Context: an optimization exercise on an open-source flow, tuned for small area. The choices shown serve that exercise and are no tape-out recipe. Where RTL was checked, it was by simulation tests only, not by an equivalence proof against the original. Power is estimated from default activity; no workload was simulated.

## the baseline
==> flow/design.v <==
module wb_regfile (
   input  logic        clk,
   input  logic        reset,
   input  logic [31:0] Read_data_in,
   input  logic [31:0] result_in,
   input  logic [31:0] link_in,
   input  logic [4:0]  RtorRd_in,
   input  logic [1:0]  MemtoReg_in,
   input  logic        RegWr_in,
   input  logic        MemRead_in,
   input  logic [4:0]  rs_addr,
   input  logic [4:0]  rt_addr,
   output logic [31:0] rs_data,
   output logic [31:0] rt_data,
   output logic [31:0] wb_data_o,
   output logic [4:0]  wb_addr_o,
   output logic        wb_en_o,
   output logic [31:0] wb_cnt,
   output logic [31:0] load_cnt
);
   logic [31:0] wb_cnt_r;
   logic [31:0] load_cnt_r;
   logic        cnt_en_s;
   logic        cnt_ld_s;
   wb_regfile_core u_core (
      .clk          (clk),
      .reset        (reset),
      .Read_data_in (Read_data_in),
      .result_in    (result_in),
      .link_in      (link_in),
      .RtorRd_in    (RtorRd_in),
      .MemtoReg_in  (MemtoReg_in),
      .RegWr_in     (RegWr_in),
      .rs_addr      (rs_addr),
      .rt_addr      (rt_addr),
      .rs_data      (rs_data),
      .rt_data      (rt_data),
      .wb_data_o    (wb_data_o),
      .wb_addr_o    (wb_addr_o),
      .wb_en_o      (wb_en_o)
   );
   assign cnt_en_s = reset && RegWr_in && (RtorRd_in != 5'd0);
   assign cnt_ld_s = cnt_en_s && MemRead_in && (MemtoReg_in == 2'b01);
   always_ff @(posedge clk or negedge reset) begin
      if (!reset) begin
         wb_cnt_r   <= 32'd0;
         load_cnt_r <= 32'd0;
      end else begin
         if (cnt_en_s) begin
            wb_cnt_r <= wb_cnt_r + 32'd1;
         end
         if (cnt_ld_s) begin
            load_cnt_r <= load_cnt_r + 32'd1;
         end
      end
   end
   assign wb_cnt   = wb_cnt_r;
   assign load_cnt = load_cnt_r;
endmodule

package pipeline_pkg;
   localparam int XLEN   = 32;
   localparam int REG_AW = 5;
   typedef enum logic [1:0] {
      MTR_ALU  = 2'b00,
      MTR_MEM  = 2'b01,
      MTR_LINK = 2'b10,
      MTR_RSVD = 2'b11
   } mtr_sel_e;
   function automatic logic is_load_wb(input logic mem_read, input logic [1:0] mtr);
      is_load_wb = mem_read && (mtr == MTR_MEM);
   endfunction
endpackage
module rf_inv (
   input  logic a,
   output logic y
);
   assign y = ~a;
endmodule
module wb_mux
#(
   parameter int XLEN = pipeline_pkg::XLEN
) (
   input  logic [1:0]      MemtoReg_in,
   input  logic [XLEN-1:0] Read_data_in,
   input  logic [XLEN-1:0] result_in,
   input  logic [XLEN-1:0] link_in,
   output logic [XLEN-1:0] wb_data
);
   logic sel_mem_s;
   logic sel_link_s;
   logic sel_alu_s;
   assign sel_mem_s  = (MemtoReg_in == pipeline_pkg::MTR_MEM);
   assign sel_link_s = (MemtoReg_in == pipeline_pkg::MTR_LINK);
   assign sel_alu_s  = (MemtoReg_in == pipeline_pkg::MTR_ALU) ||
                       (MemtoReg_in == pipeline_pkg::MTR_RSVD);
   for (genvar b = 0; b < XLEN; b++) begin : g_bit
      logic sel_n;
      rf_aoi222 u_aoi (
         .a1 (sel_mem_s),  .a2 (Read_data_in[b]),
         .b1 (sel_link_s), .b2 (link_in[b]),
         .c1 (sel_alu_s),  .c2 (result_in[b]),
         .y  (sel_n)
      );
      rf_inv u_inv (.a (sel_n), .y (wb_data[b]));
   end
endmodule
module rf_aoi222 (
   input  logic a1, a2, b1, b2, c1, c2,
   output logic y
);
   assign y = ~((a1 & a2) | (b1 & b2) | (c1 & c2));
endmodule
module rf_nand2 (
   input  logic a, b,
   output logic y
);
   assign y = ~(a & b);
endmodule
module rf_nand3 (
   input  logic a, b, c,
   output logic y
);
   assign y = ~(a & b & c);
endmodule
module rf_nand4 (
   input  logic a, b, c, d,
   output logic y
);
   assign y = ~(a & b & c & d);
endmodule
module rf_or3 (
   input  logic a, b, c,
   output logic y
);
   assign y = a | b | c;
endmodule
module rf_rdbit (
   input  logic [31:1] sel,
   input  logic [31:1] d,
   output logic        y
);
   logic [10:0] p_n;
   logic [2:0]  q;
   for (genvar g = 0; g < 10; g++) begin : g_aoi
      rf_aoi222 u_aoi (
         .a1 (sel[3*g+1]), .a2 (d[3*g+1]),
         .b1 (sel[3*g+2]), .b2 (d[3*g+2]),
         .c1 (sel[3*g+3]), .c2 (d[3*g+3]),
         .y  (p_n[g])
      );
   end
   rf_nand2 u_n31 (.a (sel[31]), .b (d[31]), .y (p_n[10]));
   rf_nand4 u_q0 (.a (p_n[0]), .b (p_n[1]), .c (p_n[2]),  .d (p_n[3]), .y (q[0]));
   rf_nand4 u_q1 (.a (p_n[4]), .b (p_n[5]), .c (p_n[6]),  .d (p_n[7]), .y (q[1]));
   rf_nand3 u_q2 (.a (p_n[8]), .b (p_n[9]), .c (p_n[10]),              .y (q[2]));
   rf_or3   u_y  (.a (q[0]),   .b (q[1]),   .c (q[2]),                 .y (y));
endmodule
module wb_regfile_core
#(
   parameter int XLEN = pipeline_pkg::XLEN,
   parameter int NREG = 32
) (
   input  logic              clk,
   input  logic              reset,
   input  logic [XLEN-1:0]   Read_data_in,
   input  logic [XLEN-1:0]   result_in,
   input  logic [XLEN-1:0]   link_in,
   input  logic [pipeline_pkg::REG_AW-1:0] RtorRd_in,
   input  logic [1:0]        MemtoReg_in,
   input  logic              RegWr_in,
   input  logic [pipeline_pkg::REG_AW-1:0] rs_addr,
   input  logic [pipeline_pkg::REG_AW-1:0] rt_addr,
   output logic [XLEN-1:0]   rs_data,
   output logic [XLEN-1:0]   rt_data,
   output logic [XLEN-1:0]   wb_data_o,
   output logic [pipeline_pkg::REG_AW-1:0] wb_addr_o,
   output logic              wb_en_o
);
   localparam logic [pipeline_pkg::REG_AW-1:0] ZERO_ADDR = {pipeline_pkg::REG_AW{1'b0}};
   logic [XLEN-1:0] regs_r [1:31];
   logic [31:1]     valid_r;
   logic [XLEN-1:0] wb_data_s;
   logic            wb_en_s;
   logic [31:1]     wr_sel_s;
   logic [31:1]     rs_sel_s;
   logic [31:1]     rt_sel_s;
   logic [31:1]     bit_s [XLEN];
   wb_mux #(
      .XLEN (XLEN)
   ) u_wb_mux (
      .MemtoReg_in  (MemtoReg_in),
      .Read_data_in (Read_data_in),
      .result_in    (result_in),
      .link_in      (link_in),
      .wb_data      (wb_data_s)
   );
   assign wb_en_s = reset && RegWr_in && (RtorRd_in != ZERO_ADDR);
   always_comb begin
      for (int i = 1; i < 32; i++) begin
         wr_sel_s[i] = RegWr_in && (RtorRd_in == 5'(i));
         rs_sel_s[i] = valid_r[i] && (rs_addr == 5'(i));
         rt_sel_s[i] = valid_r[i] && (rt_addr == 5'(i));
      end
   end
   always_ff @(posedge clk or negedge reset) begin
      if (!reset) begin
         valid_r <= '0;
      end else begin
         valid_r <= valid_r | wr_sel_s;
      end
   end
   always_ff @(posedge clk) begin
      for (int i = 1; i < 32; i++) begin
         if (wr_sel_s[i]) begin
            regs_r[i] <= wb_data_s;
         end
      end
   end
   for (genvar b = 0; b < XLEN; b++) begin : g_bit
      for (genvar i = 1; i < 32; i++) begin : g_col
         assign bit_s[b][i] = regs_r[i][b];
      end
      rf_rdbit u_rs (.sel (rs_sel_s), .d (bit_s[b]), .y (rs_data[b]));
      rf_rdbit u_rt (.sel (rt_sel_s), .d (bit_s[b]), .y (rt_data[b]));
   end
   assign wb_data_o = wb_data_s;
   assign wb_addr_o = RtorRd_in;
   assign wb_en_o   = wb_en_s;
endmodule
Settings: LEC_CHECK=0, CAP_MARGIN=10, CORE_MARGIN=2, CORE_UTILIZATION=60, SLEW_MARGIN=10, SYNTH_HIERARCHICAL=1; clock period 8.0 ns.
standard.sh (not shown) runs the stock make flow with config.mk's settings and CLKGATE_MAP_FILE= SYNTH_SCRIPT=/design/flow/synth_recipe.tcl, a recipe that flattens the netlist after the stock synthesis.
==> flow/flow/run.sh <==
#!/bin/bash
# Layout flow: the standard ORFS flow (standard.sh), with these changes in
# how the layout is built:
#  - port buffers are the smallest buffer (buf_1) instead of the default pick;
#  - CTS uses clkbuf_8 with sink clusters of up to 17 and inserts no dummy loads.
# Each tool's full output goes to a log file in this folder.
set -e
export BUFFER_PORTS_ARGS="-buffer_cell sky130_fd_sc_hd__buf_1"
export CTS_ARGS="-sink_clustering_enable -repair_clock_nets -dont_use_dummy_load -buf_list {sky130_fd_sc_hd__clkbuf_8} -sink_clustering_size 17 -sink_clustering_max_diameter 60"
bash standard.sh > standard_flow.log 2>&1
> inputs changed (the baseline -> the candidate)
diff --git a/flow/design.v b/flow/design.v
--- a/flow/design.v
+++ b/flow/design.v
@@ -127,10 +127,22 @@
    input  logic a, b, c, d,
    output logic y
 );
    assign y = ~(a & b & c & d);
 endmodule
+module rf_and3 (
+   input  logic a, b, c,
+   output logic y
+);
+   assign y = a & b & c;
+endmodule
+module rf_nor2 (
+   input  logic a, b,
+   output logic y
+);
+   assign y = ~(a | b);
+endmodule
 module rf_or3 (
    input  logic a, b, c,
    output logic y
 );
    assign y = a | b | c;
@@ -180,13 +192,20 @@
    localparam logic [pipeline_pkg::REG_AW-1:0] ZERO_ADDR = {pipeline_pkg::REG_AW{1'b0}};
    logic [XLEN-1:0] regs_r [1:31];
    logic [31:1]     valid_r;
    logic [XLEN-1:0] wb_data_s;
    logic            wb_en_s;
-   logic [31:1]     wr_sel_s;
-   logic [31:1]     rs_sel_s;
-   logic [31:1]     rt_sel_s;
+   logic [3:0]      wr_lo_n;
+   logic [7:0]      wr_hi_n;
+   logic [3:0]      rs_lo;
+   logic [7:0]      rs_hi;
+   logic [3:0]      rt_lo;
+   logic [7:0]      rt_hi;
+   logic [31:1]     wr_set_s;
+   logic [31:1]     wr_sel_s [2];
+   logic [31:1]     rs_sel_s [2];
+   logic [31:1]     rt_sel_s [2];
    logic [31:1]     bit_s [XLEN];
    wb_mux #(
       .XLEN (XLEN)
    ) u_wb_mux (
       .MemtoReg_in  (MemtoReg_in),
@@ -195,36 +214,54 @@
       .link_in      (link_in),
       .wb_data      (wb_data_s)
    );
    assign wb_en_s = reset && RegWr_in && (RtorRd_in != ZERO_ADDR);
    always_comb begin
+      for (int k = 0; k < 4; k++) begin
+         wr_lo_n[k] = !(RegWr_in && (RtorRd_in[1:0] == 2'(k)));
+         rs_lo[k]   = (rs_addr[1:0] == 2'(k));
+         rt_lo[k]   = (rt_addr[1:0] == 2'(k));
+      end
+      for (int j = 0; j < 8; j++) begin
+         wr_hi_n[j] = !(RtorRd_in[4:2] == 3'(j));
+         rs_hi[j]   = (rs_addr[4:2] == 3'(j));
+         rt_hi[j]   = (rt_addr[4:2] == 3'(j));
+      end
       for (int i = 1; i < 32; i++) begin
-         wr_sel_s[i] = RegWr_in && (RtorRd_in == 5'(i));
-         rs_sel_s[i] = valid_r[i] && (rs_addr == 5'(i));
-         rt_sel_s[i] = valid_r[i] && (rt_addr == 5'(i));
+         wr_set_s[i] = !wr_lo_n[i % 4] && !wr_hi_n[i / 4];
+      end
+   end
+   for (genvar h = 0; h < 2; h++) begin : g_half
+      for (genvar i = 1; i < 32; i++) begin : g_reg
+         rf_nor2 u_wr (.a (wr_lo_n[i % 4]), .b (wr_hi_n[i / 4]), .y (wr_sel_s[h][i]));
+         rf_and3 u_rs (.a (valid_r[i]), .b (rs_lo[i % 4]), .c (rs_hi[i / 4]), .y (rs_sel_s[h][i]));
+         rf_and3 u_rt (.a (valid_r[i]), .b (rt_lo[i % 4]), .c (rt_hi[i / 4]), .y (rt_sel_s[h][i]));
       end
    end
    always_ff @(posedge clk or negedge reset) begin
       if (!reset) begin
          valid_r <= '0;
       end else begin
-         valid_r <= valid_r | wr_sel_s;
+         valid_r <= valid_r | wr_set_s;
       end
    end
    always_ff @(posedge clk) begin
       for (int i = 1; i < 32; i++) begin
-         if (wr_sel_s[i]) begin
-            regs_r[i] <= wb_data_s;
+         if (wr_sel_s[0][i]) begin
+            regs_r[i][XLEN/2-1:0] <= wb_data_s[XLEN/2-1:0];
+         end
+         if (wr_sel_s[1][i]) begin
+            regs_r[i][XLEN-1:XLEN/2] <= wb_data_s[XLEN-1:XLEN/2];
          end
       end
    end
    for (genvar b = 0; b < XLEN; b++) begin : g_bit
       for (genvar i = 1; i < 32; i++) begin : g_col
          assign bit_s[b][i] = regs_r[i][b];
       end
-      rf_rdbit u_rs (.sel (rs_sel_s), .d (bit_s[b]), .y (rs_data[b]));
-      rf_rdbit u_rt (.sel (rt_sel_s), .d (bit_s[b]), .y (rt_data[b]));
+      rf_rdbit u_rs (.sel (rs_sel_s[b / (XLEN/2)]), .d (bit_s[b]), .y (rs_data[b]));
+      rf_rdbit u_rt (.sel (rt_sel_s[b / (XLEN/2)]), .d (bit_s[b]), .y (rt_data[b]));
    end
    assign wb_data_o = wb_data_s;
    assign wb_addr_o = RtorRd_in;
    assign wb_en_o   = wb_en_s;
 endmodule
Results
- Going from the baseline to the candidate, sum of met2 wire segment lengths after detailed routing shrank slightly.
- Compare the candidate and the baseline | synthesis-to-layout area growth lower: the candidate
- The baseline ended up with fewer cell instances than the candidate did.
- Between the candidate and the baseline, the count of clock-buffer cells in the layout is lower for the baseline.
- The baseline and the candidate ended up with roughly the same wire length.
- The XOR/XNOR share of the synthesized area was comparable across the candidate and the baseline.
- Reported for the candidate and the baseline, number of placed I/O pins turned out identical to the last digit.
- Vias: the candidate more than the baseline
- Register share of the cell area across the candidate and the baseline: no real change.
- Compare the candidate and the baseline | total power higher: the candidate
For the candidate, only the layout was checked, not whether the RTL still works.

-- re-timing with driven ports --
No port has a modelled driver above. Below, the same layouts with a new extraction and two added sets of constraints. Step 1 (the two cells are an assumption about what drives the block):
set clk [get_ports {clk}]
set_driving_cell -lib_cell sky130_fd_sc_hd__clkbuf_16 $clk
set_driving_cell -lib_cell sky130_fd_sc_hd__buf_2 [delete_from_list [all_inputs] $clk]
Step 2 moves the port delays by t, midway between the first and last clock arrival at a register: inputs arrive t later, outputs are due t later. That takes back most of the time a late clock gives input paths. Slacks: ideal ports / drivers / drivers and shift; pairs: ideal ports / drivers.
| run | shift t [ns] | slack for setup (ns) | worst setup path at the end | latest minus earliest clock arrival (ns) | worst register clock-pin slew, ns |
|---|---|---|---|---|---|
| the baseline | 0.754 | 1.734 / 1.699 / 1.699 | input to output | 0.076 / 0.076 | 0.11 / 0.11 |
| the candidate | 0.772 | 1.521 / 1.388 / 1.388 | input to output | 0.074 / 0.074 | 0.11 / 0.11 |
After both steps every run listed still meets setup and hold. The setup slack of the candidate, which loses most, moves by -0.133 ns with the drivers and by -0.133 ns with both steps.
